Background: an optimization exercise with open tools, aiming at small area, a short achievable clock period and few clock cycles per item. Do not read the settings as production practice. In this exercise RTL edits were held to simulation tests only and were not proved equivalent to the original. No activity file was given, so power comes from the tool's default toggle rates.

==> config.mk <==
export PLATFORM = sky130hd
export DESIGN_NAME = proc_core_param
export DESIGN_NICKNAME = proc_core_param
export VERILOG_FILES = /design/flow/design.v
export SDC_FILE = /design/flow/constraint.sdc
export NUM_CORES = 4
export LEC_CHECK = 0
export CAP_MARGIN = 20
export CORE_MARGIN = 2
export CORE_UTILIZATION = 50
export CTS_CLUSTER_DIAMETER = 100
export CTS_CLUSTER_SIZE = 22
export SETUP_SLACK_MARGIN = 2.0
export SLEW_MARGIN = 20
export SYNTH_HIERARCHICAL = 1
export SYNTH_MINIMUM_KEEP_SIZE = 0
==> constraint.sdc <==
create_clock -name core_clock -period 6.0 [get_ports {clk}]
set_input_delay 1.2000 -clock core_clock [delete_from_list [all_inputs] [get_ports {clk}]]
set_output_delay 1.2000 -clock core_clock [all_outputs]
set_load 0.01 [all_outputs]
==> design.v <==
module proc_core_param #(
    parameter int DATA_W = 16,
    parameter int NREG   = 16,
    parameter int PC_W   = 8
) (
    input  logic                    clk,
    input  logic                    rst,
    input  logic                    run,
    output logic [PC_W-1:0]         imem_addr,
    input  logic [DATA_W-1:0]       imem_data,
    input  logic [$clog2(NREG)-1:0] dbg_sel,
    output logic [DATA_W-1:0]       dbg_data,
    output logic                    done,
    output logic                    halted,
    output logic                    zero_flag,
    output logic                    carry_flag,
    output logic                    illegal
);
    localparam int RA_W = $clog2(NREG);
    localparam logic [3:0] OP_NOP  = 4'd0;
    localparam logic [3:0] OP_LDI  = 4'd1;
    localparam logic [3:0] OP_MOV  = 4'd2;
    localparam logic [3:0] OP_ADD  = 4'd3;
    localparam logic [3:0] OP_SUB  = 4'd4;
    localparam logic [3:0] OP_JZ   = 4'd5;
    localparam logic [3:0] OP_HALT = 4'd6;
    logic [PC_W-1:0]              fa;
    logic                         dv;
    logic                         ir_v, ir_ldi, ir_mov, ir_add, ir_sub, ir_jz, ir_ill;
    logic [RA_W-1:0]              ir_rx;
    logic [DATA_W-1:0]            opa, opb, opa_d, opb_d;
    logic [NREG-1:0][DATA_W-1:0]  regs;
    logic [NREG-1:0]              valid, wrow;
    logic [3:0]                   d_op;
    logic [RA_W-1:0]              d_rx, d_ry;
    logic                         two_word, ex, first, d_halt, opa_zero, taken, go, we;
    logic [DATA_W-1:0]            wdata, rd_a, rd_b;
    logic [DATA_W:0]              s;
    assign d_op     = imem_data[DATA_W-1 -: 4];
    assign d_rx     = imem_data[DATA_W-5 -: RA_W];
    assign d_ry     = imem_data[DATA_W-5-RA_W -: RA_W];
    assign two_word = ir_ldi || ir_jz;
    assign ex       = ir_v && (!two_word || dv);
    assign first    = dv && !(ir_v && two_word);
    assign d_halt   = first && (d_op == OP_HALT);
    assign go       = run && !halted;
    assign we       = ex && (ir_ldi || ir_mov || ir_add || ir_sub);
    proc_core_param_zero16 u_z_opa (.x(opa), .y(opa_zero));
    assign taken     = ir_v && dv && ir_jz && opa_zero;
    assign imem_addr = taken ? imem_data[PC_W-1:0] : fa;
    logic [DATA_W-1:0] bx;
    assign bx    = opb ^ {DATA_W{ir_sub}};
    assign s     = {1'b0, opa} + {1'b0, bx} + {{DATA_W{1'b0}}, ir_sub};
    assign wdata = ir_ldi ? imem_data : ir_mov ? opb : s[DATA_W-1:0];
    logic [NREG-1:0]  dbg_oh, a_oh, b_oh;
    logic [NREG-1:0]  dbg_oh_hi;
    proc_core_param_dec16 u_dec_dbg_lo (.sel(dbg_sel), .en(valid), .oh(dbg_oh));
    proc_core_param_dec16 u_dec_dbg_hi (.sel(dbg_sel), .en(valid), .oh(dbg_oh_hi));
    assign a_oh   = ({{(NREG-1){1'b0}}, 1'b1} << d_rx) & valid;
    assign b_oh   = ({{(NREG-1){1'b0}}, 1'b1} << d_ry) & valid;
    proc_core_param_rdmux_fast #(.N(NREG), .W(DATA_W)) u_rd_dbg (.oh_lo(dbg_oh), .oh_hi(dbg_oh_hi), .r(regs), .q(dbg_data));
    proc_core_param_rdmux_small #(.W(DATA_W)) u_rd_a   (.oh(a_oh),   .r(regs), .q(rd_a));
    proc_core_param_rdmux_small #(.W(DATA_W)) u_rd_b   (.oh(b_oh),   .r(regs), .q(rd_b));
    always_ff @(posedge clk or posedge rst) begin
        if (rst) begin
            fa     <= '0;
            dv     <= 1'b0;
            ir_v   <= 1'b0;
            ir_ldi <= 1'b0;
            ir_mov <= 1'b0;
            ir_add <= 1'b0;
            ir_sub <= 1'b0;
            ir_jz  <= 1'b0;
            ir_ill <= 1'b0;
            ir_rx  <= '0;
        end else if (go) begin
            dv <= 1'b1;
            fa <= imem_addr + 1'b1;
            if (first) begin
                ir_v   <= !d_halt;
                ir_ldi <= (d_op == OP_LDI);
                ir_mov <= (d_op == OP_MOV);
                ir_add <= (d_op == OP_ADD);
                ir_sub <= (d_op == OP_SUB);
                ir_jz  <= (d_op == OP_JZ);
                ir_ill <= (d_op > OP_HALT);
                ir_rx  <= d_rx;
            end else if (ex) begin
                ir_v <= 1'b0;
            end
        end else begin
            dv <= 1'b0;
            fa <= fa - {{(PC_W-1){1'b0}}, dv};
        end
    end
    assign opa_d = (we && ir_rx == d_rx) ? wdata : rd_a;
    assign opb_d = (we && ir_rx == d_ry) ? wdata : rd_b;
    always_ff @(posedge clk) begin
        if (go && first) begin
            opa <= opa_d;
            opb <= opb_d;
        end
    end
    assign wrow = (go && we) ? ({{(NREG-1){1'b0}}, 1'b1} << ir_rx) : '0;
    logic [NREG-1:0][DATA_W-1:0]  regs_d;
    logic [NREG-1:0]              nwrow;
    logic [DATA_W-1:0]            wdata_n;
    assign nwrow   = ~wrow;
    assign wdata_n = ~wdata;
    for (genvar i = 0; i < NREG; i++) begin : g_wrow
        for (genvar j = 0; j < DATA_W; j++) begin : g_wbit
            logic h;
            proc_core_param_nand2 u_h (.a(regs[i][j]), .b(nwrow[i]), .y(h));
            proc_core_param_o21ai u_d (.a1(wdata_n[j]), .a2(nwrow[i]), .b1(h), .y(regs_d[i][j]));
        end
    end
    always_ff @(posedge clk) regs <= regs_d;
    always_ff @(posedge clk or posedge rst) begin
        if (rst) valid <= '0;
        else     valid <= valid | wrow;
    end
    always_ff @(posedge clk or posedge rst) begin
        if (rst) begin
            done       <= 1'b0;
            halted     <= 1'b0;
            zero_flag  <= 1'b0;
            carry_flag <= 1'b0;
            illegal    <= 1'b0;
        end else begin
            done <= go && ex;
            if (go) begin
                if (d_halt) halted <= 1'b1;
                if (ex && (ir_add || ir_sub)) begin
                    zero_flag  <= (s[DATA_W-1:0] == '0);
                    carry_flag <= s[DATA_W] ^ ir_sub;
                end
                if (ex && ir_ill) illegal <= 1'b1;
            end
        end
    end
endmodule
module proc_core_param_rdmux_fast #(
    parameter int N = 16,
    parameter int W = 16
) (
    input  logic [N-1:0]   oh_lo,
    input  logic [N-1:0]   oh_hi,
    input  logic [N*W-1:0] r,
    output logic [W-1:0]   q
);
    for (genvar j = 0; j < W; j++) begin : g_bit
        logic [N-1:0] oh;
        logic [3:0] t;
        assign oh = (j < W / 2) ? oh_lo : oh_hi;
        logic [1:0] n;
        for (genvar m = 0; m < 4; m++) begin : g_q
            logic [3:0] col;
            for (genvar k = 0; k < 4; k++) begin : g_col
                assign col[k] = r[(4*m+k)*W + j];
            end
            proc_core_param_ao4 u_ao (.s(oh[4*m +: 4]), .d(col), .y(t[m]));
        end
        proc_core_param_nor2  u_n0 (.a(t[0]), .b(t[1]), .y(n[0]));
        proc_core_param_nor2  u_n1 (.a(t[2]), .b(t[3]), .y(n[1]));
        proc_core_param_nand2 u_q  (.a(n[0]), .b(n[1]), .y(q[j]));
    end
endmodule
module proc_core_param_ao4 (
    input  logic [3:0] s,
    input  logic [3:0] d,
    output logic       y
);
    assign y = |(s & d);
endmodule
module proc_core_param_nor2 (
    input  logic a, b,
    output logic y
);
    assign y = ~(a | b);
endmodule
module proc_core_param_nand2 (
    input  logic a, b,
    output logic y
);
    assign y = ~(a & b);
endmodule
module proc_core_param_zero16 (
    input  logic [15:0] x,
    output logic        y
);
    logic [7:0] n1;
    logic [3:0] n2;
    logic [1:0] n3;
    logic       nz;
    for (genvar i = 0; i < 8; i++) begin : g_l1
        proc_core_param_nor2 u (.a(x[2*i]), .b(x[2*i+1]), .y(n1[i]));
    end
    for (genvar i = 0; i < 4; i++) begin : g_l2
        proc_core_param_nand2 u (.a(n1[2*i]), .b(n1[2*i+1]), .y(n2[i]));
    end
    for (genvar i = 0; i < 2; i++) begin : g_l3
        proc_core_param_nor2 u (.a(n2[2*i]), .b(n2[2*i+1]), .y(n3[i]));
    end
    proc_core_param_nand2 u_l4 (.a(n3[0]), .b(n3[1]), .y(nz));
    assign y = ~nz;
endmodule
module proc_core_param_o21ai (
    input  logic a1, a2, b1,
    output logic y
);
    assign y = ~((a1 | a2) & b1);
endmodule
module proc_core_param_rdmux_small #(
    parameter int W = 16
) (
    input  logic [15:0]     oh,
    input  logic [16*W-1:0] r,
    output logic [W-1:0]    q
);
    for (genvar j = 0; j < W; j++) begin : g_bit
        logic [5:0] t;
        for (genvar m = 0; m < 5; m++) begin : g_aoi
            proc_core_param_aoi222 u_aoi (
                .a1(oh[3*m]),   .a2(r[(3*m)*W + j]),
                .b1(oh[3*m+1]), .b2(r[(3*m+1)*W + j]),
                .c1(oh[3*m+2]), .c2(r[(3*m+2)*W + j]), .y(t[m]));
        end
        proc_core_param_nand2 u_last (.a(oh[15]), .b(r[15*W + j]), .y(t[5]));
        proc_core_param_nand6 u_or (.a(t), .y(q[j]));
    end
endmodule
module proc_core_param_aoi222 (
    input  logic a1, a2, b1, b2, c1, c2,
    output logic y
);
    assign y = ~((a1 & a2) | (b1 & b2) | (c1 & c2));
endmodule
module proc_core_param_nand6 (
    input  logic [5:0] a,
    output logic       y
);
    assign y = ~&a;
endmodule
module proc_core_param_dec16 (
    input  logic [3:0]  sel,
    input  logic [15:0] en,
    output logic [15:0] oh
);
    assign oh = (16'd1 << sel) & en;
endmodule
==> flow/run.sh <==
#!/bin/bash
# Standard layout; the port buffers are buf_4 cells instead of the default
# choice, and before global routing extra gate sizing runs on the worst paths
# (flow/pre_grt.tcl).
bash standard.sh "BUFFER_PORTS_ARGS=-buffer_cell sky130_fd_sc_hd__buf_4" "PRE_GLOBAL_ROUTE_TCL=$PWD/flow/pre_grt.tcl" finish > standard.log 2>&1
==> flow/pre_grt.tcl <==
# Greedy gate sizing on the worst setup paths before global routing (with
# placement parasitics, re-estimated after every change): for each cell on the worst path, try the other drive
# strengths of the same cell and keep the change that most improves that path
# without lowering the worst slack. Then downsize cells off the critical paths,
# and legalize the placement.
proc my_sizes {cell} {
  set name [get_name $cell]
  if {![regexp {^(.*_)[0-9]+$} $name -> base]} { return {} }
  set out {}
  foreach c [get_lib_cells */${base}*] {
    set n [get_name $c]
    if {[regexp "^${base}\[0-9\]+\$" $n]} { lappend out $n }
  }
  return $out
}

proc my_worst {} { return [expr {[sta::worst_slack_cmd max] * 1e9}] }

proc my_ep_slack {ep} {
  return [get_property [lindex [find_timing_paths -to $ep -path_delay max] 0] slack]
}

# Upsize or downsize one cell at a time on the worst path: a change is kept when
# it improves that path's endpoint without lowering the worst slack.
proc my_size_pass {max_iter target} {
  set changed 0
  for {set it 0} {$it < $max_iter} {incr it} {
    estimate_parasitics -placement
    set ws [my_worst]
    if {$ws >= $target} { break }
    set pe [lindex [find_timing_paths -path_delay max -sort_by_slack -group_path_count 1] 0]
    set ep [get_property $pe endpoint]
    set insts {}
    foreach pt [get_property $pe points] {
      set pin [get_property $pt pin]
      if {[$pin instance] eq "NULL"} { continue }
      if {[get_property $pin direction] ne "output"} { continue }
      set inst [get_cells -of_objects $pin]
      if {[regexp {__(e?df|dl|sdf)} [get_property $inst ref_name]]} { continue }
      lappend insts $inst
    }
    set best_es $ws
    set best {}
    foreach inst $insts {
      set iname [get_full_name $inst]
      set cur [get_property $inst ref_name]
      foreach cand [my_sizes [get_lib_cells */$cur]] {
        if {$cand eq $cur} { continue }
        replace_cell $iname [lindex [get_lib_cells */$cand] 0]
        estimate_parasitics -placement
        set es [my_ep_slack $ep]
        if {$es > $best_es + 0.001 && [my_worst] >= $ws - 0.0001} {
          set best_es $es
          set best [list $iname $cand]
        }
        replace_cell $iname [lindex [get_lib_cells */$cur] 0]
      }
    }
    if {$best eq {}} { break }
    replace_cell [lindex $best 0] [lindex [get_lib_cells */[lindex $best 1]] 0]
    incr changed
    puts "my_size: [lindex $best 0] -> [lindex $best 1], [get_full_name $ep] $ws -> $best_es, worst [my_worst]"
  }
  return $changed
}

# Downsize cells off the critical paths: a smaller drive strength is kept when
# every path through the cell keeps at least guard ns more slack than the
# worst slack had before, and the worst slack does not drop.
proc my_downsize_pass {guard} {
  estimate_parasitics -placement
  set ws0 [my_worst]
  set changed 0
  set saved 0.0
  foreach inst [get_cells *] {
    set cur [get_property $inst ref_name]
    if {[regexp {__(e?df|dl|sdf|clkbuf|clkinv|tap|fill|decap)} $cur]} { continue }
    set sizes [my_sizes [get_lib_cells */$cur]]
    if {[llength $sizes] < 2} { continue }
    set cur_area [get_property [lindex [get_lib_cells */$cur] 0] area]
    set iname [get_full_name $inst]
    set outs {}
    foreach p [get_pins -of_objects $inst -filter "direction == output"] { lappend outs $p }
    if {$outs eq {}} { continue }
    # smaller cells, smallest first
    set cands {}
    foreach c $sizes {
      set a [get_property [lindex [get_lib_cells */$c] 0] area]
      if {$a < $cur_area - 0.01} { lappend cands [list $a $c] }
    }
    foreach ac [lsort -real -index 0 $cands] {
      set c [lindex $ac 1]
      replace_cell $iname [lindex [get_lib_cells */$c] 0]
      estimate_parasitics -placement
      set ok [expr {[my_worst] >= $ws0 - 0.0001}]
      if {$ok} {
        set pe [lindex [find_timing_paths -through [lindex $outs 0] -path_delay max] 0]
        if {$pe ne "" && [get_property $pe slack] < $ws0 + $guard} { set ok 0 }
      }
      if {$ok} {
        incr changed
        set saved [expr {$saved + $cur_area - [lindex $ac 0]}]
        break
      }
      replace_cell $iname [lindex [get_lib_cells */$cur] 0]
    }
  }
  estimate_parasitics -placement
  puts "my_downsize: $changed cells, [format %.1f $saved] um2 saved, worst slack $ws0 -> [my_worst]"
  return $changed
}

set_propagated_clock [all_clocks]
estimate_parasitics -placement
puts "my_size: start, worst slack [my_worst]"
set n [my_size_pass 100 2.7]
my_downsize_pass 0.05
detailed_placement
estimate_parasitics -placement
puts "my_size: resized $n cells, worst slack [my_worst]"
==> standard.sh <==
#!/bin/bash
# synth_recipe.tcl (not shown) runs the flow's synth.tcl, then flattens the netlist and writes it again
# the make line also repeats each setting of config.mk as NAME=value (left out here)
make -C /OpenROAD-flow-scripts/flow DESIGN_CONFIG=/design/flow/config.mk WORK_HOME=/design/flow/orfs CLKGATE_MAP_FILE= SYNTH_SCRIPT=/design/flow/synth_recipe.tcl "${@:-finish}"
==> key figures, run 1 <==
CTS
  – Clk buf depth: 3
  – Htree depth: 1
  – CTS clk-pin slew, worst paths: around 0.090 ns
  – CTS root buf: clkbuf_16
  – CTS tree: built
  – Post CTS Setup Buffer Count: 0
  – Skew-Pair Late Insertion Delay: roughly 0.53 ns
  – TritonCTS Buffers: 18
  – Num Clock Sinks: around 330

Placement
  – Cell Area, Placed: roughly 0.017 mm²
  – Placer Congestion: 0.932
  – Dpl hpwl: 41.5 mm
  – Port Buffers: 51

STA
  – Setup TNS: 0 ns
  – Final worst path period share: 0.658
  – Fmax: between 200 and 300 MHz
  – Setup Viol. Count Final: 0
  – Pins Over Slew Limit: 0
  – Slew @ Worst Pin: roughly 1.2 ns
  – RSZ-0062 raised after global routing: no
  – Hold Fails Final Rpt: 0
  – Relative slew slack: 0.217
  – Post-layout min period: roughly 4 ns
  – Skew final: ~0.012 ns

Power
  – Sequential Power Share: 0.531
  – Pint: approximately 4.2 mW
  – Sw Share: 0.397
  – Clock share of power: 0.193
  – Peak supply drop: between 0.0002 and 0.00025 V
  – NetSw: around 2.7 mW
  – Leakage: slightly below 7 nW
  – Power density over the cells: 386 mW/mm²
  – Gate power share: 0.277
  – Pwr Total: between 6 and 7 mW

Yosys
  – Synthesized netlist cell count: around 1900
  – Synth Cell Area: roughly 0.016 mm²
  – Register bit total from synthesis: roughly 330
  – Xor/xnor share of the synthesized area: 0.0213
  – Adder-Cell Fraction of Synth Area: 0.0156
  – Netlist cell types: between 60 and 70
  – Sequential share of the synthesized area: 0.432
  – Largest family of logic cells by synthesized area: compound AO/OA/AOI/OAI gates
  – Post-synth ARST share: 0.125
  – Yosys warns: 7
  – Top_reg_cell synth: dfxtp_1
  – Post-Syn Nets: slightly below 2000
  – Synth Area in Compound Gates: 0.279
  – Post-Synth Simple-Gate Area: 0.213
  – Syn avg cell area: just under 9 µm²
  – EDFF count, synth: 32
  – Mux share of post-synthesis cell area: 0.0276

Setup path
  – Critical path arrival: 2.75 ns
  – Worst-path fanout max: 8
  – Crit path capture type: output port
  – Max stage delay on crit path: 0.56 ns
  – Crit path kind: input pin to output port
  – Crit-path cells: buf_12, nor2b_1, and3_1, a22oi_1, nand2_1, nor2_2, nand2_2, buf_4
  – Crit start category: input pin
  – Slowest CP cell: and3_1
  – Buf/Inv on CP: 2
  – Largest delay share family, worst path: simple AND/OR/NAND/NOR gates
  – Crit path required time: roughly 4.8 ns

Detailed routing
  – Vias per cell: just under 7
  – Drt first pass iters: 10
  – Wire length per cell: about 26 µm
  – DRC Markers: 0
  – Post-Route WL: between 60 and 70 mm
  – Antenna-violating nets left: 0
  – DR vias: approximately 17000
  – Initial DRC Count: 2900

Global route
  – Largest net degree at the start of global routing: 42
  – Number of global-route vias before repair: around 15000
  – Grt ovf: 0
  – First-pass GRT wire length: just over 90 mm
  – Gr usage total: 0.351
  – Antenna violations before repair: 1

Floorplan
  – Die Height: between 150 and 200 µm
  – Core ar.: ~0.033 mm²
  – FP Rows: 66
  – Die area: about 0.034 mm²
  – Initial core utilization: 0.506
  – Die X: roughly 190 µm
  – Ports: 52

Min path
  – Worst Hold Class: flop to flop

Layout
  – Number of fillers in the final layout: slightly above 3000
  – ANT cells: 0
  – Layout cells sized above 1: 0.0682
  – Flip-flop and latch area: a little over 0.007 mm²
  – Nets: around 2000
  – Layout area overhead: 8.89%
  – Multi-input gate area: a little over 0.009 mm²
  – Design Area, Final: 0.0179 mm²

Run
  – Number of max-cap violations: 0

Run status
  – Status: timing/DRC/antenna clean
## synthesized netlist by cell type (all sizes together) (26+ instances only)
cell	count	share of area
a222oi	160	0.097
a22oi	130	0.059
and3	70	0.027
and4	32	0.017
dfrtp	41	0.062
dfxtp	256	0.31
edfxtp	32	0.058
inv	34	0.0077
mux2	30	0.021
nand2	423	0.096
nand2b	26	0.0099
nand3	45	0.014
nor2	77	0.018
o21ai	288	0.087
## cell families after synthesis
| logic type | count (synthesis) |
|---|---|
| buffers and inverters | 52 |
| DFF | 329 |
| muxes | 41 |
| and+or+nand+nor | 749 |
| AOI/OAI and AO/OA | 655 |
| xor gates and xnor gates | 40 |
| adders and majority gates | 20 |
## flip-flops by register name, summed over array words and instances, names as in the netlist, 4 cells and up
name,count
valid,16
ir_rx,4
regs,256
opb,16
opa,16
fa,8
## layout by cell type (no fill, tap or decap), drive strengths merged, types with 3 or more instances in the layout
| cell type | Yosys | layout |
|---|---|---|
| a21o | 7 | 7 |
| and3 | 70 | 70 |
| a211oi | 8 | 8 |
| mux2i | 11 | 11 |
| buf | 6 | 65 |
| edfxtp | 32 | 32 |
| o21a | 3 | 3 |
| a22oi | 130 | 130 |
| a211o | 6 | 6 |
| nand2b | 26 | 26 |
| nor2 | 77 | 77 |
| o211ai | 5 | 5 |
| nand3 | 45 | 45 |
| dfrtp | 41 | 41 |
| and2 | 10 | 10 |
| dfxtp | 256 | 256 |
| a31oi | 5 | 5 |
| clkinv | 2 | 3 |
| nor3 | 8 | 8 |
| clkbuf | 10 | 30 |
| and4 | 32 | 32 |
| nor4b | 3 | 3 |
| or2 | 3 | 3 |
| xor2 | 22 | 22 |
| a222oi | 160 | 160 |
| nand2 | 423 | 423 |
| nor3b | 5 | 5 |
| nand4 | 8 | 8 |
| xnor2 | 18 | 18 |
| a2111oi | 3 | 3 |
| a21oi | 23 | 23 |
| inv | 34 | 33 |
| or3 | 4 | 4 |
| mux2 | 30 | 30 |
| o21ai | 288 | 288 |
| ha | 19 | 19 |
| nor2b | 23 | 23 |
## metal layers
layer	vias to the layer above	GRT usage	part of all wire	wire, µm
met5	-	0	0.00021	13
met2	1109	0.535	0.43	26400
li1	7468	-	-	-
met1	7792	0.481	0.41	25200
met4	2	0.148	0.042	2580
met3	188	0.0736	0.12	7480
## final timing paths
path | from | to | slack, ns | depth (start not counted)
worst max-delay path | dbg_sel[2] | dbg_data[8] | 2.05 | 8
worst min-delay path | illegal | illegal | 0.46 | 1
worst max register to register | ir_sub | regs[220] | 2.48 | 11
worst min register to register | illegal | illegal | 0.46 | 1
max in group asynchronous | rst | ir_sub | 4.68 | 3
min in group asynchronous | rst | fa[3] | 0.81 | 3
## power by group through the flow
| stage | logic, mW | registers (mW) | clock network, mW |
|---|---|---|---|
| 2_1_floorplan | 1.37 | 3.43 | 0 |
| 3_3_place_gp | 1.85 | 3.65 | 0 |
| 3_5_place_dp | 1.90 | 3.67 | 0 |
| 4_1_cts | 1.91 | 3.63 | 1.35 |
| 5_1_grt | 2.13 | 3.76 | 1.43 |
| 6_report | 1.92 | 3.67 | 1.34 |
## what timing repair did
action / CTS / global route
hold buffers: 0 / 0
endpoints found under the setup margin: 0 / 6
gates resized for setup: 0 / 2
## per-module statistics from Yosys, one instance, submodules excluded, excerpt
module                  cells inside  flip-flops and latches  area (µm²)  copies in the design
proc_core_param                  814                     329       10300                     1
proc_core_param_aoi222             1                       0        10.0                   160
proc_core_param_dec16             24                       0         146                     2
proc_core_param_nand6              2                       0        13.8                    32
proc_core_param_nor2               1                       0        3.75                    42
proc_core_param_o21ai              1                       0        5.00                   256
proc_core_param_zero16             1                       0        3.75                     1
## worst register-to-register path, cell delays in order, from the launching register on
cell	delay, ns
dfrtp_2	0.58
mux2i_1	0.33
inv_1	0.12
fa_1	0.43
a211oi_1	0.34
o211ai_1	0.32
a211o_1	0.36
and3_1	0.19
o21a_1	0.19
a21oi_2	0.19
inv_2	0.20
o21ai_1	0.19
## final cells by class
class                   instances  area share
clock buffers                  26      0.0280
inverters                      36     0.00753
multi-input cells            1505       0.514
flip-flops and latches        329       0.396
well taps                     442      0.0308
repair buffers                 69      0.0234
## per-stage QoR
step	hold WS (ns)	util	worst slack, ns	cells
3_5_place_dp	0.446	0.538	1.88	2380
2_1_floorplan	0.449	-	2.27	1886
3_3_place_gp	0.442	0.538	1.97	2380
6_report	0.462	0.552	2.05	2407
4_1_cts	0.467	0.553	2.03	2406
5_1_grt	0.480	0.552	2.05	2407
Testbench counts, summed over its fixed seeds: cycles 21,661, instrs 15,299.
==> run 2, diff against run 1 <==
--- a/config.mk
+++ b/config.mk
@@ -10,7 +10,7 @@
 export CORE_UTILIZATION = 50
 export CTS_CLUSTER_DIAMETER = 100
 export CTS_CLUSTER_SIZE = 22
-export SETUP_SLACK_MARGIN = 2.0
+export SETUP_SLACK_MARGIN = 2.2
 export SLEW_MARGIN = 20
 export SYNTH_HIERARCHICAL = 1
 export SYNTH_MINIMUM_KEEP_SIZE = 0
==> key figures, run 2 <==
Run status
  – Status: timing/DRC/antenna clean

Detailed routing
  – Initial DRC Count: 2907 (+0.24%)
  – DR vias: 16500 (-0.14%)
  – Antenna-violating nets left: 0 (unchanged)
  – Post-Route WL: 61.9 mm (+0.40%)
  – Drt first pass iters: 13 (+3)
  – DRC Markers: 0 (unchanged)
  – Wire length per cell: 25.7 µm (+0.32%)
  – Vias per cell: 6.86 (-0.22%)

Yosys
  – Synthesized netlist cell count: 1886 (unchanged)
  – Register bit total from synthesis: 329 (unchanged)
  – Post-Synth Simple-Gate Area: 0.213 (unchanged)
  – Netlist cell types: 69 (unchanged)
  – Synth area leaders: dfxtp_1, a222oi_1, nand2_1, o21ai_1, dfrtp_1
  – Xor/xnor share of the synthesized area: 0.0213 (unchanged)
  – Top-area cell type share of the netlist area: 0.311 (unchanged)
  – Syn avg cell area: 8.74 µm² (unchanged)
  – Most frequent cells after synthesis: nand2_1, o21ai_1, dfxtp_1, a222oi_1, a22oi_1
  – Synth Cell Area: 0.0165 mm² (unchanged)
  – Mux share of post-synthesis cell area: 0.0276 (unchanged)
  – Yosys warns: 7 (unchanged)
  – Yosys top cell by area: dfxtp_1
  – EDFF count, synth: 32 (unchanged)
  – Post-synth ARST share: 0.125 (unchanged)
  – Synth Area in Compound Gates: 0.279 (unchanged)
  – Top_reg_cell synth: dfxtp_1
  – Most numerous cell in the Yosys netlist: nand2_1
  – Post-Syn Nets: 1929 (unchanged)
  – Adder-Cell Fraction of Synth Area: 0.0156 (unchanged)
  – Sequential share of the synthesized area: 0.432 (unchanged)
  – Largest family of logic cells by synthesized area: compound AO/OA/AOI/OAI gates

Setup path
  – Slowest CP cell: and3_2
  – Crit path required time: 4.80 ns (about the same)
  – Largest delay share family, worst path: simple AND/OR/NAND/NOR gates
  – Crit start category: input pin
  – Crit path kind: input pin to output port
  – Buf/Inv on CP: 2 (unchanged)
  – Critical path arrival: 2.54 ns (-0.21 ns)
  – Crit-path cells: buf_12, nor2_1, and3_2, a22oi_1, nand2_1, nor2_1, nand2_1, buf_4
  – Worst-path fanout max: 8 (unchanged)
  – Crit path capture type: output port
  – Max stage delay on crit path: 0.41 ns (-0.15 ns)

Layout
  – ANT cells: 0 (unchanged)
  – Top reg by flops: regs
  – Most frequent cells in the layout: nand2_1, o21ai_1, dfxtp_1
  – Nets: 2004 (+0.10%)
  – Fin util: 0.556 (+0.00496)
  – Commonest non-fill, non-tap cell in the layout: nand2_1
  – Final cell count without fillers: 2409 (+0.083%)
  – Layout cells sized above 1: 0.0834 (+0.0152)
  – Max reg flops: 256 (unchanged)
  – Layout area overhead: 9.87%
  – Number of fillers in the final layout: 3106 (-0.064%)

CTS
  – CTS clk-pin slew, worst paths: 0.09 ns (about the same)
  – Clk buf depth: 3 (unchanged)
  – Skew-Pair Late Insertion Delay: 0.53 ns (about the same)
  – CTS root buf: clkbuf_16
  – Htree depth: 1 (unchanged)
  – CTS tree: built
  – Num Clock Sinks: 329 (unchanged)
  – Hold buffers post-CTS: 0 (unchanged)
  – TritonCTS Buffers: 18 (unchanged)

STA
  – Final hold slack: 0.458 ns (-0.00389 ns)
  – Setup Viol. Count Final: 0 (unchanged)
  – Slew @ Worst Pin: 1.15 ns (-0.0281 ns)
  – Setup TNS: 0 ns (unchanged)
  – Hold Fails Final Rpt: 0 (unchanged)
  – Final worst path period share: 0.624 (-0.0336)
  – Post-layout min period: 3.74 ns (-0.202 ns)
  – Skew final: 0.0159 ns (+0.00407 ns)
  – Relative slew slack: 0.236 (+0.0187)
  – Worst Setup Slack, final: 2.26 ns (+0.202 ns)
  – Fmax: 267 MHz (+5.4%)
  – RSZ-0062 raised after global routing: no
  – Pins Over Slew Limit: 0 (unchanged)

Run
  – Number of max-cap violations: 0 (unchanged)

Global route
  – Number of global-route vias before repair: 15200 (+0.24%)
  – First-pass GRT wire length: 92.1 mm (+0.50%)
  – Antenna violations before repair: 1 (unchanged)
  – Grt ovf: 0 (unchanged)
  – Gr usage total: 0.352 (+0.00135)
  – Largest net degree at the start of global routing: 42 (unchanged)

Floorplan
  – Die area: 0.0344 mm² (unchanged)
  – Initial core utilization: 0.506 (unchanged)
  – Core ar.: 0.0325 mm² (unchanged)
  – FP Rows: 66 (unchanged)
  – Ports: 52 (unchanged)
  – Die X: 186 µm (unchanged)
  – Die Height: 186 µm (unchanged)

Placement
  – Dpl hpwl: 41.5 mm (unchanged)
  – Dpl ws: 1.88 ns (unchanged)
  – Placed cell count: 2380 (unchanged)
  – Port Buffers: 51 (unchanged)
  – Placer Congestion: 0.932 (unchanged)

Power
  – Peak supply drop: 0.000221 V (-1.8%)
  – Power density over the cells: 383 mW/mm² (-0.71%)
  – Leakage: 6.89 nW (about the same)

Min path
  – Worst Hold Class: flop to flop
run 2: cell counts after synthesis:
Identical to the previous run, type by type.
run 2: cell type report:
class | count | area (µm²) | area share
clock buffers | 26 | 502 | 0.0277
multi-input cells | 1505 | 9360 | 0.517
repair buffers | 71 | 445 | 0.0246
well taps | 442 | 553 | 0.0305
flip-flops and latches | 329 | 7110 | 0.393
inverters | 36 | 135 | 0.00746
run 2: where the power goes:
group	internal [mW]	switching, mW
sequential	2.91	0.771
combinational	0.685	1.24
clock	0.584	0.749
run 2: final timing paths:
| path | from | end | slack, ns | cells after the start |
|---|---|---|---|---|
| setup / recovery | dbg_sel[1] | dbg_data[14] | 2.26 | 8 |
| hold / removal | illegal | illegal | 0.46 | 1 |
| setup reg to reg | ir_sub | regs[221] | 2.44 | 11 |
| hold reg to reg | illegal | illegal | 0.46 | 1 |
| max in group asynchronous | rst | ir_sub | 4.68 | 3 |
| min in group asynchronous | rst | fa[3] | 0.81 | 3 |
run 2: kinds of logic (layout without fill, tap and decap cells):
| logic type | after synthesis | count (layout) |
|---|---|---|
| AO/OA/AOI/OAI | 655 | 655 |
| XOR/XNOR | 40 | 40 |
| multiplexers | 41 | 41 |
| adder cells (fa/ha/maj) | 20 | 20 |
| AND/OR/NAND/NOR | 749 | 749 |
| flip-flops | 329 | 329 |
| buffers and inverters | 52 | 133 |
run 2: through the flow:
step	instance area, µm²	power (mW)
6_report	18100	6.94
5_1_grt	18100	7.33
4_1_cts	18100	6.89
3_5_place_dp	17500	5.58
3_3_place_gp	17500	5.50
2_1_floorplan	16500	4.80
run 2: timing repair:
| action | CTS | global route |
|---|---|---|
| pin swaps | 0 | 1 |
| hold endpoints to repair | 0 | 0 |
| resized for setup | 39 | 8 |
| buffers inserted | 0 | 1 |
| endpoints found under the setup margin | 44 | 82 |
run 2: metal layers:
layer  routed length [µm]  track usage  up-vias
met5                   13            0        -
met2                26500        0.533     1048
li1                     -            -     7483
met4                 2560        0.151        2
met3                 7160       0.0792      170
met1                25600        0.482     7833
run 2: per-module statistics from Yosys, one instance, submodules excluded, excerpt:
module	cells	flops+latches
proc_core_param	814	329
proc_core_param_ao4	3	0
proc_core_param_aoi222	1	0
proc_core_param_dec16	24	0
proc_core_param_nand2	1	0
proc_core_param_nand6	2	0
proc_core_param_nor2	1	0
proc_core_param_o21ai	1	0
proc_core_param_zero16	1	0
==> run 3, diff against run 2 <==
--- a/config.mk
+++ b/config.mk
@@ -7,7 +7,7 @@
 export LEC_CHECK = 0
 export CAP_MARGIN = 20
 export CORE_MARGIN = 2
-export CORE_UTILIZATION = 50
+export CORE_UTILIZATION = 60
 export CTS_CLUSTER_DIAMETER = 100
 export CTS_CLUSTER_SIZE = 22
 export SETUP_SLACK_MARGIN = 2.2
==> key figures, run 3 <==
Detailed routing
  – Drt first pass iters: 10 (-3)
  – Post-Route WL: 59.0 mm (-4.7%)
  – Antenna-violating nets left: 0 (unchanged)
  – Wire length per cell: 25.6 µm (-0.38%)
  – DRC Markers: 0 (unchanged)
  – Vias per cell: 7.20 (+4.9%)
  – Initial DRC Count: 3339 (+15%)
  – DR vias: 16600 (+0.33%)

Yosys
  – Syn avg cell area: 8.74 µm² (unchanged)
  – Synthesized netlist cell count: 1886 (unchanged)
  – Yosys top cell by area: dfxtp_1
  – Post-synth ARST share: 0.125 (unchanged)
  – Synth Cell Area: 0.0165 mm² (unchanged)
  – Xor/xnor share of the synthesized area: 0.0213 (unchanged)
  – Register bit total from synthesis: 329 (unchanged)
  – Synth Area in Compound Gates: 0.279 (unchanged)
  – Largest family of logic cells by synthesized area: compound AO/OA/AOI/OAI gates
  – Adder-Cell Fraction of Synth Area: 0.0156 (unchanged)
  – Top_reg_cell synth: dfxtp_1
  – Netlist cell types: 69 (unchanged)
  – Post-Synth Simple-Gate Area: 0.213 (unchanged)
  – Synth area leaders: dfxtp_1, a222oi_1, nand2_1, o21ai_1, dfrtp_1
  – Top-area cell type share of the netlist area: 0.311 (unchanged)
  – Yosys warns: 7 (unchanged)
  – Mux share of post-synthesis cell area: 0.0276 (unchanged)
  – Post-Syn Nets: 1929 (unchanged)
  – Sequential share of the synthesized area: 0.432 (unchanged)
  – Most numerous cell in the Yosys netlist: nand2_1
  – Most frequent cells after synthesis: nand2_1, o21ai_1, dfxtp_1, a222oi_1, a22oi_1
  – EDFF count, synth: 32 (unchanged)

Power
  – Pwr Total: 6.90 mW (-0.55%)
  – Power density over the cells: 385 mW/mm² (+0.36%)
  – Leakage: 6.85 nW (-0.55%)
  – Peak supply drop: 0.000266 V (+20%)

Global route
  – Gr usage total: 0.402 (+0.0500)
  – Antenna violations before repair: 0 (-1)
  – First-pass GRT wire length: 89.6 mm (-2.8%)
  – Number of global-route vias before repair: 15300 (+0.66%)
  – Grt ovf: 0 (unchanged)
  – Largest net degree at the start of global routing: 42 (unchanged)

Setup path
  – Crit start category: input pin
  – Crit path kind: input pin to output port
  – Crit path required time: 4.80 ns (about the same)
  – Buf/Inv on CP: 2 (unchanged)
  – Worst-path fanout max: 8 (unchanged)
  – Crit path capture type: output port
  – Max stage delay on crit path: 0.30 ns (-0.11 ns)
  – Crit-path cells: buf_12, and2_4, and3_1, a22oi_2, nand2_1, nor2_1, nand2_2, buf_4
  – Slowest CP cell: and3_1
  – Critical path arrival: 2.58 ns (+0.04 ns)
  – Largest delay share family, worst path: simple AND/OR/NAND/NOR gates

Floorplan
  – Die Height: 170 µm (-8.5%)
  – Die X: 170 µm (-8.5%)
  – FP Rows: 60 (-9.1%)
  – Initial core utilization: 0.611 (+0.105)
  – Ports: 52 (unchanged)
  – Core ar.: 0.0270 mm² (-17%)
  – Die area: 0.0288 mm² (-16%)

Run
  – Number of max-cap violations: 0 (unchanged)

Placement
  – Dpl ws: 1.62 ns (-0.263 ns)
  – Port Buffers: 51 (unchanged)
  – Dpl hpwl: 39.2 mm (-5.4%)
  – Placer Congestion: 0.952 (+2.1%)

STA
  – Final worst path period share: 0.630 (+0.00632)
  – Fmax: 264 MHz (-1.0%)
  – Pins Over Slew Limit: 0 (unchanged)
  – Setup Viol. Count Final: 0 (unchanged)
  – Setup TNS: 0 ns (unchanged)
  – Slew @ Worst Pin: 1.14 ns (-0.00312 ns)
  – Skew final: 0.0179 ns (+0.00196 ns)
  – Worst Setup Slack, final: 2.22 ns (-0.0379 ns)
  – Hold Fails Final Rpt: 0 (unchanged)
  – RSZ-0062 raised after global routing: yes
  – Post-layout min period: 3.78 ns (+0.0379 ns)
  – Relative slew slack: 0.238 (+0.00208)

Layout
  – Max reg flops: 256 (unchanged)
  – Layout cells sized above 1: 0.0779 (-0.00543)
  – Number of fillers in the final layout: 2329 (-25%)
  – Layout area overhead: 8.87%
  – Fin util: 0.666 (+0.109)
  – Top reg by flops: regs
  – Commonest non-fill, non-tap cell in the layout: nand2_1
  – Most frequent cells in the layout: nand2_1, o21ai_1, dfxtp_1
  – Flip-flop and latch area: 0.00711 mm² (about the same)
  – Nets: 1998 (-0.30%)
  – ANT cells: 0 (unchanged)
  – Multi-input gate area: 0.00936 mm² (about the same)

CTS
  – Hold buffers post-CTS: 0 (unchanged)
  – CTS root buf: clkbuf_16
  – Num Clock Sinks: 329 (unchanged)
  – Htree depth: 1 (unchanged)
  – CTS tree: built
  – Skew-Pair Late Insertion Delay: 0.53 ns (about the same)
  – TritonCTS Buffers: 18 (unchanged)
  – CTS clk-pin slew, worst paths: 0.10 ns (about the same)
  – Clk buf depth: 3 (unchanged)

Run status
  – Status: timing/DRC/antenna clean

Min path
  – Worst Hold Class: flop to flop
==> run 3: logic make-up (layout without fill, tap and decap cells) <==
logic type | after synthesis | count (layout)
muxes | 41 | 41
DFF | 329 | 329
AOI/OAI and AO/OA | 655 | 655
and+or+nand+nor | 749 | 749
xor gates and xnor gates | 40 | 40
adders and majority gates | 20 | 20
buffers and inverters | 52 | 129
==> run 3: metrics by stage <==
stage,std cells,cell area (µm²),hold slack (ns)
CTS,2301,17900,0.475
floorplan,1886,16500,0.449
finish,2304,17900,0.468
global placement,2272,17300,0.448
detailed placement,2273,17300,0.454
global route,2304,17900,0.483
==> run 3: routing by layer <==
layer  GRT usage  vias to the layer above  wire length (µm)
met5           0                        -                 0
met4       0.167                        0              2330
met3       0.118                      168              8030
met2       0.608                     1181             25400
met1       0.539                     7780             23200
li1            -                     7461                 -
==> run 3: final cells by class <==
type,count,area share
multi-input combinational,1505,0.522
sequential,329,0.396
clock buffer,28,0.0284
tap,341,0.0238
timing repair buffer,65,0.0224
inverter,36,0.00753
==> run 3: final timing paths <==
kind,start,end,slack (ns),cells after the start
setup / recovery,dbg_sel[2],dbg_data[8],2.22,8
hold / removal,illegal,illegal,0.47,1
setup reg to reg,ir_sub,regs[108],2.42,12
hold reg to reg,illegal,illegal,0.47,1
max in group asynchronous,rst,valid[14],4.71,3
min in group asynchronous,rst,fa[1],0.82,3
==> run 3: what timing repair did <==
item | in CTS | in global routing
gates resized for setup | 39 | 11
buffers inserted | 0 | 1
endpoints found under the setup margin | 46 | 51
pin swaps | 0 | 2
==> run 3: report_power, final <==
group	total, mW	switching, mW	internal, mW
sequential	3.67	0.755	2.91
combinational	1.91	1.23	0.682
clock	1.32	0.732	0.589
==> run 3: per-module statistics from Yosys (local to each module, per instance), a selection <==
module | flip-flops and latches | area (µm²)
proc_core_param | 329 | 10300
proc_core_param_nand6 | 0 | 13.8
proc_core_param_nand2 | 0 | 3.75
proc_core_param_o21ai | 0 | 5.00
proc_core_param_zero16 | 0 | 3.75
proc_core_param_aoi222 | 0 | 10.0
proc_core_param_nor2 | 0 | 3.75
proc_core_param_dec16 | 0 | 146
proc_core_param_ao4 | 0 | 18.8
==> run 4, diff against run 3 <==
--- a/flow/pre_grt.tcl
+++ b/flow/pre_grt.tcl
@@ -1,8 +1,8 @@
 # Greedy gate sizing on the worst setup paths before global routing (with
 # placement parasitics, re-estimated after every change): for each cell on the worst path, try the other drive
 # strengths of the same cell and keep the change that most improves that path
-# without lowering the worst slack. Then downsize cells off the critical paths,
-# and legalize the placement.
+# without lowering the worst slack. Then downsize cells off the critical paths;
+# both twice. Then legalize the placement.
 proc my_sizes {cell} {
   set name [get_name $cell]
   if {![regexp {^(.*_)[0-9]+$} $name -> base]} { return {} }
@@ -115,6 +115,8 @@
 puts "my_size: start, worst slack [my_worst]"
 set n [my_size_pass 100 2.7]
 my_downsize_pass 0.05
+incr n [my_size_pass 100 2.7]
+my_downsize_pass 0.05
 detailed_placement
 estimate_parasitics -placement
 puts "my_size: resized $n cells, worst slack [my_worst]"
--- a/config.mk
+++ b/config.mk
@@ -7,7 +7,7 @@
 export LEC_CHECK = 0
 export CAP_MARGIN = 20
 export CORE_MARGIN = 2
-export CORE_UTILIZATION = 60
+export CORE_UTILIZATION = 50
 export CTS_CLUSTER_DIAMETER = 100
 export CTS_CLUSTER_SIZE = 22
 export SETUP_SLACK_MARGIN = 2.2
==> key figures, run 4 <==
Run status
  – Status: timing/DRC/antenna clean

Layout
  – Layout area overhead: 9.87%
  – Max reg flops: 256 (unchanged)
  – Layout cells sized above 1: 0.0834 (+0.00543)
  – Top reg by flops: regs
  – Commonest non-fill, non-tap cell in the layout: nand2_1
  – Most frequent cells in the layout: nand2_1, o21ai_1, dfxtp_1
  – ANT cells: 0 (unchanged)
  – Nets: 2004 (+0.30%)

STA
  – Setup TNS: 0 ns (unchanged)
  – Final hold slack: 0.458 ns (-0.0105 ns)
  – Post-layout min period: 3.74 ns (-0.0379 ns)
  – Setup Viol. Count Final: 0 (unchanged)
  – Relative slew slack: 0.236 (-0.00208)
  – Skew final: 0.0159 ns (-0.00196 ns)
  – RSZ-0062 raised after global routing: no
  – Pins Over Slew Limit: 0 (unchanged)
  – Worst Setup Slack, final: 2.26 ns (+0.0379 ns)
  – Final worst path period share: 0.624 (-0.00632)
  – Slew @ Worst Pin: 1.15 ns (+0.00312 ns)
  – Hold Fails Final Rpt: 0 (unchanged)
  – Fmax: 267 MHz (+1.0%)

Yosys
  – Synth Cell Area: 0.0165 mm² (unchanged)
  – Yosys top cell by area: dfxtp_1
  – Netlist cell types: 69 (unchanged)
  – Top-area cell type share of the netlist area: 0.311 (unchanged)
  – Top_reg_cell synth: dfxtp_1
  – Synthesized netlist cell count: 1886 (unchanged)
  – Yosys warns: 7 (unchanged)
  – Synth area leaders: dfxtp_1, a222oi_1, nand2_1, o21ai_1, dfrtp_1
  – Most numerous cell in the Yosys netlist: nand2_1
  – Sequential share of the synthesized area: 0.432 (unchanged)
  – Most frequent cells after synthesis: nand2_1, o21ai_1, dfxtp_1, a222oi_1, a22oi_1
  – Post-Syn Nets: 1929 (unchanged)
  – Register bit total from synthesis: 329 (unchanged)
  – Syn avg cell area: 8.74 µm² (unchanged)
  – Post-synth ARST share: 0.125 (unchanged)
  – EDFF count, synth: 32 (unchanged)

Floorplan
  – FP Rows: 66 (+10%)
  – Die area: 0.0344 mm² (+20%)
  – Ports: 52 (unchanged)
  – Die Height: 186 µm (+9.3%)
  – Core ar.: 0.0325 mm² (+21%)
  – Die X: 186 µm (+9.3%)
  – Initial core utilization: 0.506 (-0.105)

Detailed routing
  – Antenna-violating nets left: 0 (unchanged)
  – Drt first pass iters: 13 (+3)
  – DRC Markers: 0 (unchanged)
  – Vias per cell: 6.86 (-4.7%)
  – DR vias: 16500 (-0.33%)
  – Initial DRC Count: 2907 (-13%)
  – Wire length per cell: 25.7 µm (+0.38%)
  – Post-Route WL: 61.9 mm (+5.0%)

Setup path
  – Crit start category: input pin
  – Critical path arrival: 2.54 ns (-0.04 ns)
  – Max stage delay on crit path: 0.41 ns (+0.11 ns)
  – Crit path capture type: output port
  – Crit path required time: 4.80 ns (about the same)
  – Crit Reg-Reg Endpoint: regs[221]
  – Crit path kind: input pin to output port
  – Crit-path cells: buf_12, nor2_1, and3_2, a22oi_1, nand2_1, nor2_1, nand2_1, buf_4
  – RR Startpoint: ir_sub
  – Buf/Inv on CP: 2 (unchanged)
  – Worst Reg-to-Reg Cells: 11 (-1)
  – Largest delay share family, worst path: simple AND/OR/NAND/NOR gates
  – Reg2Reg Setup Slack: 2.44 ns (+0.02 ns)
  – Worst-path fanout max: 8 (unchanged)
  – Slowest CP cell: and3_2

CTS
  – Clk buf depth: 3 (unchanged)
  – CTS clk-pin slew, worst paths: 0.09 ns (about the same)
  – Hold buffers post-CTS: 0 (unchanged)
  – TritonCTS Buffers: 18 (unchanged)
  – CTS root buf: clkbuf_16
  – Skew-Pair Late Insertion Delay: 0.53 ns (about the same)
  – CTS tree: built
  – Num Clock Sinks: 329 (unchanged)
  – Htree depth: 1 (unchanged)

Power
  – Pint: 4.18 mW (about the same)
  – Power density over the cells: 383 mW/mm² (-0.36%)
  – Sequential Power Share: 0.531 (about the same)
  – NetSw: 2.76 mW (+1.4%)
  – Gate power share: 0.277 (about the same)
  – Leakage: 6.89 nW (+0.55%)
  – Sw Share: 0.397 (+0.00345)
  – Clock share of power: 0.192 (about the same)
  – Pwr Total: 6.94 mW (+0.56%)
  – Peak supply drop: 0.000221 V (-17%)

Min path
  – Hold endpoint: illegal
  – Hold path depth: 1 (unchanged)
  – HP Start: illegal
  – Worst Hold Class: flop to flop

Global route
  – Grt ovf: 0 (unchanged)
  – Antenna violations before repair: 1 (+1)
  – Gr usage total: 0.352 (-0.0500)
  – Number of global-route vias before repair: 15200 (-0.66%)
  – First-pass GRT wire length: 92.1 mm (+2.9%)
  – Largest net degree at the start of global routing: 42 (unchanged)

Placement
  – Placer Congestion: 0.932 (-2.0%)
  – Port Buffers: 51 (unchanged)
  – Dpl ws: 1.88 ns (+0.263 ns)
  – Dpl hpwl: 41.5 mm (+5.7%)

Run
  – Number of max-cap violations: 0 (unchanged)
-- run 4: cell counts after synthesis --
Identical to the previous run, type by type.
-- run 4: metrics by stage --
step           instances   util  area (µm²)
2_1_floorplan       1886      -       16500
3_3_place_gp        2380  0.538       17500
3_5_place_dp        2380  0.538       17500
4_1_cts             2406  0.555       18100
5_1_grt             2409  0.556       18100
6_report            2409  0.556       18100
-- run 4: timing repair --
item,in CTS,in global routing
endpoints found under the setup margin,44,82
hold endpoints to repair,0,0
resized for setup,39,8
setup buffers,0,1
pin swaps,0,1
-- run 4: power by group through the flow --
stage	Sequential (mW)	Combinational, mW	Clock [mW]
after floorplan	3.43	1.37	0
after global placement	3.65	1.85	0
after detailed placement	3.67	1.90	0
after CTS	3.63	1.91	1.35
after global routing	3.77	2.14	1.43
final	3.68	1.92	1.33
-- run 4: logic make-up (layout without fill, tap and decap cells) --
family / Yosys count / in the layout / share of synthesized area
AOI/OAI and AO/OA: 655 / 655 / 0.279
adders and majority gates: 20 / 20 / 0.0156
muxes: 41 / 41 / 0.0276
buffers and inverters: 52 / 133 / 0.0121
and+or+nand+nor: 749 / 749 / 0.213
xor gates and xnor gates: 40 / 40 / 0.0213
DFF: 329 / 329 / 0.432
-- run 4: final cells by class --
cell class	count	area, µm²
tap	442	553
timing repair buffer	71	445
fill	3106	14400
sequential	329	7110
multi-input combinational	1505	9360
inverter	36	135
clock buffer	26	502
-- run 4: worst register-to-register path, cell delays in order, from the launching register on --
cell and delay (ns):
dfrtp_2 0.66, buf_4 0.28, xor2_1 0.16, ha_1 0.34, a21o_1 0.22, a31o_2 0.29, nor3_1 0.23, a21o_1 0.22
xor2_1 0.20, o21ai_1 0.14, inv_1 0.56, o21ai_1 0.13
-- run 4: modules after synthesis (local to each module, per instance), a selection --
| module | copies in the design | flops+latches | cells inside | cell area [µm²] |
|---|---|---|---|---|
| proc_core_param | 1 | 329 | 814 | 10300 |
| proc_core_param_ao4 | 64 | 0 | 3 | 18.8 |
| proc_core_param_aoi222 | 160 | 0 | 1 | 10.0 |
| proc_core_param_dec16 | 2 | 0 | 24 | 146 |
| proc_core_param_nand2 | 309 | 0 | 1 | 3.75 |
| proc_core_param_nand6 | 32 | 0 | 2 | 13.8 |
| proc_core_param_nor2 | 42 | 0 | 1 | 3.75 |
| proc_core_param_o21ai | 256 | 0 | 1 | 5.00 |
| proc_core_param_zero16 | 1 | 0 | 1 | 3.75 |
-- run 4: worst max path at each step --
stage,from,endpoint,cells past startpoint
floorplan,ir_sub,opa[8],10
global placement,run,regs[178],9
detailed placement,run,regs[83],8
CTS,dbg_sel[2],dbg_data[4],8
global route,run,ir_mov,7
finish,dbg_sel[1],dbg_data[14],8
-- run 4: routing by layer --
metal	GRT usage	wire (µm)	vias up
met1	0.482	25600	7833
met4	0.151	2560	2
met5	0	13	-
met2	0.533	26500	1048
li1	-	-	7483
met3	0.0792	7160	170

[afterwards: timing with drivers on the ports]
The results above use ideal ports. As a check the final layouts listed here were re-extracted and re-timed, cells and wires unchanged.
Step 1 (the two cells are an assumption about what drives the block):
set clk [get_ports {clk}]
set_driving_cell -lib_cell sky130_fd_sc_hd__clkbuf_16 $clk
set_driving_cell -lib_cell sky130_fd_sc_hd__buf_2 [delete_from_list [all_inputs] $clk]
Step 2 moves the port delays by t, midway between the first and last clock arrival at a register: inputs arrive t later, outputs are due t later. That takes back most of the time a late clock gives input paths.
a / b / c = no drivers / after step 1 / after step 2; a / b = the first two.
run	t (ns)	setup slack, ns	hold slack, ns
run 1	0.580	2.054 / 1.986 / 1.861	0.462 / 0.462 / 0.462
run 2	0.577	2.255 / 2.208 / 1.933	0.458 / 0.458 / 0.458
run 3	0.573	2.217 / 2.168 / 1.940	0.468 / 0.468 / 0.468
run 4	0.577	2.255 / 2.208 / 1.933	0.458 / 0.458 / 0.458
After both steps setup and hold are still met in every run listed.
